What follows belongs to an exercise in optimizing a design on an open flow for small area and a short achievable clock period; a production flow would make more cautious choices. In this exercise RTL edits were held to simulation tests only and were not proved equivalent to the original. No activity file was given, so power comes from the tool's default toggle rates.

== v6 ==
// acc_channel_hub
module acc_channel_hub #(
  parameter int unsigned NCh   = 2,
  parameter int unsigned Dw    = acc_hub_pkg::DefDw,
  parameter int unsigned Depth = acc_hub_pkg::DefDepth,
  parameter int unsigned CntW  = 16
) (
  input  logic              clk_i,
  input  logic              reset_i,
  input  logic              start_i,
  input  logic [2:0]        ch_sel_i,
  input  logic              bypass_i,
  input  logic [CntW-1:0]   word_count_i,
  input  logic              tx_valid_i,
  input  logic [Dw-1:0]     tx_data_i,
  output logic              tx_ready_o,
  output logic              rx_valid_o,
  output logic [Dw-1:0]     rx_data_o,
  input  logic              rx_ready_i,
  output logic              busy_o,
  output logic              done_o,
  output logic              err_sel_o,
  output logic [NCh-1:0]    acc_enable_o,
  input  logic [NCh-1:0]    acc_get_i,
  output logic [NCh*Dw-1:0] acc_data_out_o,
  output logic [NCh-1:0]    to_acc_empty_o,
  input  logic [NCh-1:0]    acc_put_i,
  input  logic [NCh*Dw-1:0] acc_data_in_i,
  output logic [NCh-1:0]    from_acc_full_o,
  output logic [NCh-1:0]    ovf_err_o
);
clock: 5.0 ns
lec_check: 0
cap_margin: 20
core_margin: 2
core_utilization: 40
cts_buf_list: sky130_fd_sc_hd__clkbuf_16
cts_cluster_diameter: 90
cts_cluster_size: 27
setup_slack_margin: 3.0
slew_margin: 50
tns_end_percent: 0
standard.sh (not shown) runs the stock make flow with config.mk's settings and CLKGATE_MAP_FILE= SYNTH_SCRIPT=/design/flow/synth_recipe.tcl, a recipe that flattens the netlist after the stock synthesis.
==> flow/flow/run.sh <==
#!/bin/bash
# Standard ORFS layout, with the ports buffered by buf_2 cells instead of the
# slow delay-buffer cell buffer_ports picks by default.
set -euo pipefail
export BUFFER_PORTS_ARGS="-buffer_cell sky130_fd_sc_hd__buf_2"
bash standard.sh > flow_standard.log 2>&1
v6: no failed stages, no open violations at the end
Input-level comparison between v7 and v6:
-- flow/design.v --
<<< v6, line 33
  logic [BodyN-1:0] rd_q, wr_oh;
  logic             e_q, f_q, e_d, f_d;
  logic             one, fm1, one_d, fm1_d, inc, dec, bw;
  assign inc = push_i & ~pop_i;
  assign dec = pop_i & ~push_i;
  assign ld_din_o  = push_i & (e_q | (pop_i & one));
  assign ld_body_o = pop_i & ~one;
>>> v7, line 33
  logic [BodyN-1:0] rd_q, wr_oh;
  logic             e_q, f_q, e_d, f_d;
  logic             one, fm1, bw;
  assign one = (n_q == 5'd1);
  assign fm1 = (n_q == 5'(Depth - 1));
  assign ld_din_o  = push_i & (e_q | (pop_i & one));
  assign ld_body_o = pop_i & ~one;
<<< v6, line 44
  end
  assign we_o = {BodyN{push_i}} & wr_oh;
  assign e_d   = inc ? 1'b0 : dec ? one : e_q;
  assign f_d   = inc ? fm1 : dec ? 1'b0 : f_q;
  assign one_d = inc ? e_q : dec ? (n_q == 5'd2) : one;
  assign fm1_d = inc ? (n_q == 5'(Depth - 2)) : dec ? f_q : fm1;
  always_comb begin
    n_d = n_q;
    if (inc) n_d = n_q + 5'd1;
    if (dec) n_d = n_q - 5'd1;
  end
  always_ff @(posedge clk_i) begin
>>> v7, line 44
  end
  assign we_o = {BodyN{push_i}} & wr_oh;
  assign e_d = e_q ? ~push_i : (one & pop_i & ~push_i);
  assign f_d = f_q ? ~pop_i  : (fm1 & push_i & ~pop_i);
  always_comb begin
    n_d = n_q;
    if (push_i & ~pop_i) n_d = n_q + 5'd1;
    if (pop_i & ~push_i) n_d = n_q - 5'd1;
  end
  always_ff @(posedge clk_i) begin
<<< v6, line 60
      e_q  <= 1'b1;
      f_q  <= 1'b0;
      one  <= 1'b0;
      fm1  <= 1'b0;
    end else begin
      n_q <= n_d;
      one <= one_d;
      fm1 <= fm1_d;
      e_q <= e_d;
      f_q <= f_d;
>>> v7, line 58
      e_q  <= 1'b1;
      f_q  <= 1'b0;
    end else begin
      n_q <= n_d;
      e_q <= e_d;
      f_q <= f_d;
<<< v6, line 146
      .empty_d_o(f_e_d[c]), .full_d_o(f_f_d[c]));
  end
  logic [1:0]    act_q;
  logic [Dw-1:0] to_rd_data [2];
  logic [Dw-1:0] fr_rd_data;
  always_comb begin
    fr_rd_data = '0;
    for (int c = 0; c < 2; c++) begin
      to_rd_data[c] = '0;
      for (int r = 0; r < BodyN; r++) begin
        to_rd_data[c] = to_rd_data[c] | ({Dw{t_rd[c][r]}} & to_body_q[c][r]);
        fr_rd_data    = fr_rd_data | ({Dw{f_rd[c][r] & act_q[c]}} & from_body_q[c][r]);
      end
    end
>>> v7, line 140
      .empty_d_o(f_e_d[c]), .full_d_o(f_f_d[c]));
  end
  logic [Dw-1:0] to_rd_data [2];
  logic [Dw-1:0] fr_rd_data [2];
  always_comb begin
    for (int c = 0; c < 2; c++) begin
      to_rd_data[c] = '0;
      fr_rd_data[c] = '0;
      for (int r = 0; r < BodyN; r++) begin
        to_rd_data[c] = to_rd_data[c] | ({Dw{t_rd[c][r]}} & to_body_q[c][r]);
        fr_rd_data[c] = fr_rd_data[c] | ({Dw{f_rd[c][r]}} & from_body_q[c][r]);
      end
    end
<<< v6, line 196
  assign clr_a     = ch_q ? f_clr[1]     : f_clr[0];
  assign ld_din_b  = ch_q ? f_ld_din[0]  : f_ld_din[1];
  logic       a_tx_q, a_in0_q, a_in1_q;    
  logic [Dw-1:0] din_a, din_b;
  assign din_a = ({Dw{a_tx_q}}  & tx_data_i) |
                 ({Dw{a_in0_q}} & acc_data_in_i[0 +: Dw]) |
                 ({Dw{a_in1_q}} & acc_data_in_i[Dw +: Dw]);
  assign din_b = ({Dw{act_q[1]}} & acc_data_in_i[0 +: Dw]) |
                 ({Dw{act_q[0]}} & acc_data_in_i[Dw +: Dw]);
  always_comb begin
    if (ld_din_a)       nh_a = din_a;
    else if (ld_body_a) nh_a = fr_rd_data;
    else if (clr_a)     nh_a = '0;
    else                nh_a = head_a_q;
    if (ld_din_b)       nh_b = din_b;
    else                nh_b = head_b_q;
  end
>>> v7, line 189
  assign clr_a     = ch_q ? f_clr[1]     : f_clr[0];
  assign ld_din_b  = ch_q ? f_ld_din[0]  : f_ld_din[1];
  always_comb begin
    if (ld_din_a)       nh_a = ch_q ? f_din[1] : f_din[0];
    else if (ld_body_a) nh_a = ch_q ? fr_rd_data[1] : fr_rd_data[0];
    else if (clr_a)     nh_a = '0;
    else                nh_a = head_a_q;
    if (ld_din_b)       nh_b = ch_q ? acc_data_in_i[0 +: Dw] : acc_data_in_i[Dw +: Dw];
    else                nh_b = head_b_q;
  end
<<< v6, line 230
      head_a_q   <= '0;
      head_b_q   <= '0;
      act_q      <= 2'b01;
      a_tx_q     <= 1'b0;
      a_in0_q    <= 1'b1;
      a_in1_q    <= 1'b0;
    end else begin
      run_q      <= run_d;
>>> v7, line 216
      head_a_q   <= '0;
      head_b_q   <= '0;
    end else begin
      run_q      <= run_d;
<<< v6, line 249
      head_a_q   <= sw ? nh_b : nh_a;
      head_b_q   <= sw ? nh_a : nh_b;
      act_q      <= {ch_d, ~ch_d};
      a_tx_q     <= busy_d & byp_d;
      a_in0_q    <= ~(busy_d & byp_d) & ~ch_d;
      a_in1_q    <= ~(busy_d & byp_d) &  ch_d;
    end
  end
>>> v7, line 231
      head_a_q   <= sw ? nh_b : nh_a;
      head_b_q   <= sw ? nh_a : nh_b;
    end
  end
[summary]
v7 did not stop at any stage, and its layout met the timing, DRC and antenna checks.
v7 gives less count of clock-buffer cells in the layout than v6 did.
v7 reports a lower global routing usage on met3 than v6 does.
Compared with v6, v7 has extra setup slack.
Sort v6 and v7 by cell count of the worst reg-to-reg path asc -> top: v7
When the final numbers for v6 and v7 were put side by side, the latest clock arrival within the worst-skew pair turned out to be smaller in v7.
v7 vs v6 — layout filler cell count dropped slightly
Taking v6 as the reference point, the multiplexer fraction of the synthesized cell area of v7 rises by 0.23 points.
v7: share of total power consumed by net switching 0.28 points below v6
v7 consumes less power than v6 does.
For v7, the cell at the slowest stage of the critical path was sky130_fd_sc_hd__dfxtp_2, unlike v6, where it was sky130_fd_sc_hd__or3b_4.
Compared with v6, v7 shows a lower clock buffer and inverter area fraction after layout.
v6 → v7: critical path depth shrank by 8, number of gates resized after CTS shrank by 102, detailed-placement wirelength estimate shrank by about 1.8%.

## separate check: timing with driven ports
The flow's constraints put no driver on any port. The routed layouts listed below were extracted and timed again, unchanged, in two steps. Step 1 (the two cells are an assumption about what drives the block):
set clk [get_ports {clk_i}]
set_driving_cell -lib_cell sky130_fd_sc_hd__clkbuf_16 $clk
set_driving_cell -lib_cell sky130_fd_sc_hd__buf_2 [delete_from_list [all_inputs] $clk]
Step 2 adds t to the input delays and takes it off the output delays; t is the mean of the earliest and latest rising clock arrival at the registers after step 1. Input paths then give back, and output paths get back, about the clock's delay inside the block. a / b / c = no drivers / after step 1 / after step 2; a / b = the first two.
| run | shift t [ns] | setup slack, ns | worst data-port slew with drivers (ns) | pins driven straight from the clock port |
|---|---|---|---|---|
| v6 | 0.873 | 2.583 / 2.532 / 1.785 | 0.19 | 1 |
| v7 | 0.840 | 2.620 / 2.535 / 1.875 | 0.22 | 1 |
After both steps every run listed still meets setup and hold. For v6, which loses most, drivers alone change the setup slack by -0.051 ns; drivers and shift together by -0.798 ns.
